Background: an optimization exercise with open tools, aiming at small area. Do not read the settings as production practice. The RTL was checked by simulation tests, not by an equivalence proof against the original design. No activity file was given, so power comes from the tool's default toggle rates.

## sha256_main_round
module sha256_main_round
(
    input  logic         clk,
    input  logic         reset_n,
    input  logic         msg_init,
    input  logic         w_vld,
    input  logic [5:0]   w_cnt,
    input  logic [31:0]  Wt,
    output logic         busy,
    output logic         blk_done,
    output logic         seq_err,
    output logic [255:0] digest
);
==> flow/config.mk <==
export PLATFORM = sky130hd
export DESIGN_NAME = sha256_main_round
export DESIGN_NICKNAME = sha256_main_round
export VERILOG_FILES = /design/flow/design.v
export SDC_FILE = /design/flow/constraint.sdc
export NUM_CORES = 4
export LEC_CHECK = 0
export CAP_MARGIN = 20
export CORE_MARGIN = 2
export CORE_UTILIZATION = 65
export CTS_CLUSTER_DIAMETER = 80
export CTS_CLUSTER_SIZE = 18
export SETUP_SLACK_MARGIN = 0.05
export SLEW_MARGIN = 20
==> flow/constraint.sdc <==
create_clock -name core_clock -period 8.0 [get_ports {clk}]
set_input_delay 1.6000 -clock core_clock [delete_from_list [all_inputs] [get_ports {clk}]]
set_output_delay 1.6000 -clock core_clock [all_outputs]
set_load 0.01 [all_outputs]
standard.sh (not shown) runs the stock make flow with config.mk's settings and CLKGATE_MAP_FILE= SYNTH_SCRIPT=/design/flow/synth_recipe.tcl, a recipe that flattens the netlist after the stock synthesis.
==> flow/flow/run.sh <==
#!/bin/bash
# Own layout flow: the standard flow, plus two netlist-level changes.
#  1. After the standard synthesis, flow/fixinv.py removes inverters around
#     full-adder cells (a full adder is self-dual, so a cell can take all its
#     inputs and give all its outputs complemented), and folds an inverter into
#     its driving gate where every load wants the complement. Registers are
#     untouched.
#  2. Port buffers are the smallest buffer, sky130_fd_sc_hd__buf_1.
# Each tool's output goes to a log of its own in this folder.
set -euo pipefail
R=orfs/results/${FLOW_PLATFORM}/sha256_main_round/base
bash standard.sh "$PWD/$R/1_2_yosys.v" > synth.log 2>&1
cp "$R/1_2_yosys.v" 1_2_yosys.orig.v
python3 flow/fixinv.py 1_2_yosys.orig.v "$R/1_2_yosys.v" > fixinv.log 2>&1
bash standard.sh "BUFFER_PORTS_ARGS=-buffer_cell sky130_fd_sc_hd__buf_1" finish > layout.log 2>&1
Other scripts of this flow, unchanged in this note and not shown: flow/flow/fixinv.py
Next try:
Settings changed: CTS_CLUSTER_DIAMETER 80 to 100, CTS_CLUSTER_SIZE 18 to 25.
Global-route usage goes down by 0.41 points; sequential share of layout area increases by 0.22 points; count of clock-buffer cells in the layout went down by 15.

* * *

Starting RTL as in the previous note.
==> flow/config.mk <==
export PLATFORM = sky130hd
export DESIGN_NAME = sha256_main_round
export DESIGN_NICKNAME = sha256_main_round
export VERILOG_FILES = /design/flow/design.v
export SDC_FILE = /design/flow/constraint.sdc
export NUM_CORES = 4
export LEC_CHECK = 0
export CAP_MARGIN = 20
export CORE_MARGIN = 2
export CORE_UTILIZATION = 65
export CTS_CLUSTER_DIAMETER = 90
export CTS_CLUSTER_SIZE = 22
export SETUP_SLACK_MARGIN = 0.05
export SLEW_MARGIN = 20
==> flow/constraint.sdc <==
create_clock -name core_clock -period 8.0 [get_ports {clk}]
set_input_delay 1.6000 -clock core_clock [delete_from_list [all_inputs] [get_ports {clk}]]
set_output_delay 1.6000 -clock core_clock [all_outputs]
set_load 0.01 [all_outputs]
==> flow/flow/run.sh <==
#!/bin/bash
# Own layout flow: the standard flow with these changes.
#  1. After the standard synthesis, flow/fixinv.py cleans up polarity: it
#     removes inverters around full-adder cells (a full adder is self-dual, so
#     a cell can take all its inputs and give all its outputs complemented) and
#     swaps gates for their complements (nand2 <-> and2, ...) where that saves
#     area. Registers are untouched.
#  2. Port buffers are the smallest buffer, sky130_fd_sc_hd__buf_1.
# Each tool's output goes to a log of its own in this folder.
set -euo pipefail
R=orfs/results/${FLOW_PLATFORM}/sha256_main_round/base
bash standard.sh "$PWD/$R/1_2_yosys.v" > synth.log 2>&1
cp "$R/1_2_yosys.v" 1_2_yosys.orig.v
python3 flow/fixinv.py 1_2_yosys.orig.v "$R/1_2_yosys.v" > fixinv.log 2>&1
bash standard.sh "BUFFER_PORTS_ARGS=-buffer_cell sky130_fd_sc_hd__buf_1" finish > layout.log 2>&1
Other scripts of this flow, unchanged in this note and not shown: flow/flow/fixinv.py
The starting point completed without violations.
Then changed:
CORE_UTILIZATION = 72   (was 65)
GPL_TIMING_DRIVEN = 0   (was unset)
SETUP_SLACK_MARGIN = 0.15   (was 0.05)
Effect: This time the run ended with an error in 5_1_grt; synthesized cell count is unchanged; area after synthesis is unchanged.
Then changed:
GPL_TIMING_DRIVEN = unset   (was 0)
What happened:
- With this change the flow produced a clean layout
- area after synthesis is unchanged
- synthesized cell count does not change
Then changed:
CTS_BUF_LIST = sky130_fd_sc_hd__clkbuf_8   (was unset)
CTS_CLUSTER_DIAMETER = 70   (was 90)
CTS_CLUSTER_SIZE = 14   (was 22)
GPL_ROUTABILITY_DRIVEN = 0   (was unset)
Effect:
- combinational power drops by 3.1%
- sequential cell count does not change
- setup slack improved by 0.15 ns
- design area is about the same

* * *

sha256_main_round again, from the RTL that the note above started with.
Settings: LEC_CHECK=0, CAP_MARGIN=20, CORE_MARGIN=2, CORE_UTILIZATION=72, CTS_BUF_LIST=sky130_fd_sc_hd__clkbuf_8, CTS_CLUSTER_DIAMETER=70, CTS_CLUSTER_SIZE=14, SETUP_SLACK_MARGIN=0.15, SLEW_MARGIN=20; clock period 8.0 ns.
Scripts as last shown in full above: flow/flow/run.sh
Other scripts of this flow, unchanged in this note and not shown: flow/flow/fixinv.py
The first run completed without violations.
Edit:
- CAP_MARGIN: 20 -> 10
- CTS_BUF_LIST: sky130_fd_sc_hd__clkbuf_8 -> unset
- CTS_CLUSTER_DIAMETER: 70 -> 90
- CTS_CLUSTER_SIZE: 14 -> 22
- SLEW_MARGIN: 20 -> 10
Core utilization rises by 0.25 points.
Combinational power is about the same.
Count of clock-buffer cells in the layout stays the same.
Final cell count drops by about 0.6%.
Clock skew falls by 0.012 ns.
Fmax stays flat.
Critical path depth goes up by 4.
Flip-flop and latch count is unchanged.
Edit:
- CAP_MARGIN: 10 -> 20
- CTS_BUF_LIST: unset -> sky130_fd_sc_hd__clkbuf_8
- CTS_CLUSTER_DIAMETER: 90 -> 70
- CTS_CLUSTER_SIZE: 22 -> 14
- SLEW_MARGIN: 10 -> 20
- TNS_END_PERCENT: unset -> 5
Outcome:
- The changed run ran to the end with no violations
- clock-buffer cell count stays the same
- design area fell by about 0.34%
- setup slack improved by 0.043 ns
- worst hold slack is about the same
- utilization fell by 0.27 points
- cell count rose by about 0.6%
- clock skew rose by 0.018 ns
- sequential power is about the same
- die area stays the same
Edit:
- CORE_UTILIZATION: 72 -> 76
- TNS_END_PERCENT: 5 -> unset
Result: The new run ran to the end with violations: negative setup slack; synthesized cell count does not change; wire length is about the same; clock skew fell by 0.014 ns; first-iteration DRC count rose by about 18%; synthesized area does not change; worst hold slack gets better by 0.0079 ns.

-- afterwards: timing with drivers on the ports --
How much do the figures lean on ideal ports? The routed layouts below were timed once more, with nothing changed but the port constraints. Step 1 (the two cells are an assumption about what drives the block):
set clk [get_ports {clk}]
set_driving_cell -lib_cell sky130_fd_sc_hd__clkbuf_16 $clk
set_driving_cell -lib_cell sky130_fd_sc_hd__buf_2 [delete_from_list [all_inputs] $clk]
Step 2 also shifts input and output timing later by t, the mid clock arrival at the registers, as if the neighbouring blocks saw the same clock. a / b / c = ideal ports / drivers / drivers and shift; a / b = the first two.
run | t (ns) | setup WS [ns] | worst data-port slew with drivers (ns) | pins driven straight from the clock port
the first run of note 1 | 0.655 | 0.248 / 0.248 / 0.248 | 0.07 | 1
the second run of note 1 | 0.697 | 0.154 / 0.154 / 0.154 | 0.07 | 1
the first run of note 2 | 0.728 | 0.149 / 0.149 / 0.149 | 0.06 | 1
the third run of note 2 | 0.720 | 0.139 / 0.139 / 0.139 | 0.06 | 1
the fourth run of note 2 | 0.742 | 0.287 / 0.287 / 0.287 | 0.05 | 1
the first run of note 3 | 0.790 | 0.155 / 0.155 / 0.155 | 0.05 | 1
the second run of note 3 | 0.720 | 0.139 / 0.139 / 0.139 | 0.06 | 1
the third run of note 3 | 0.787 | 0.182 / 0.182 / 0.182 | 0.06 | 1
the fourth run of note 3 | 0.753 | -0.024 / -0.024 / -0.024 | 0.05 | 1
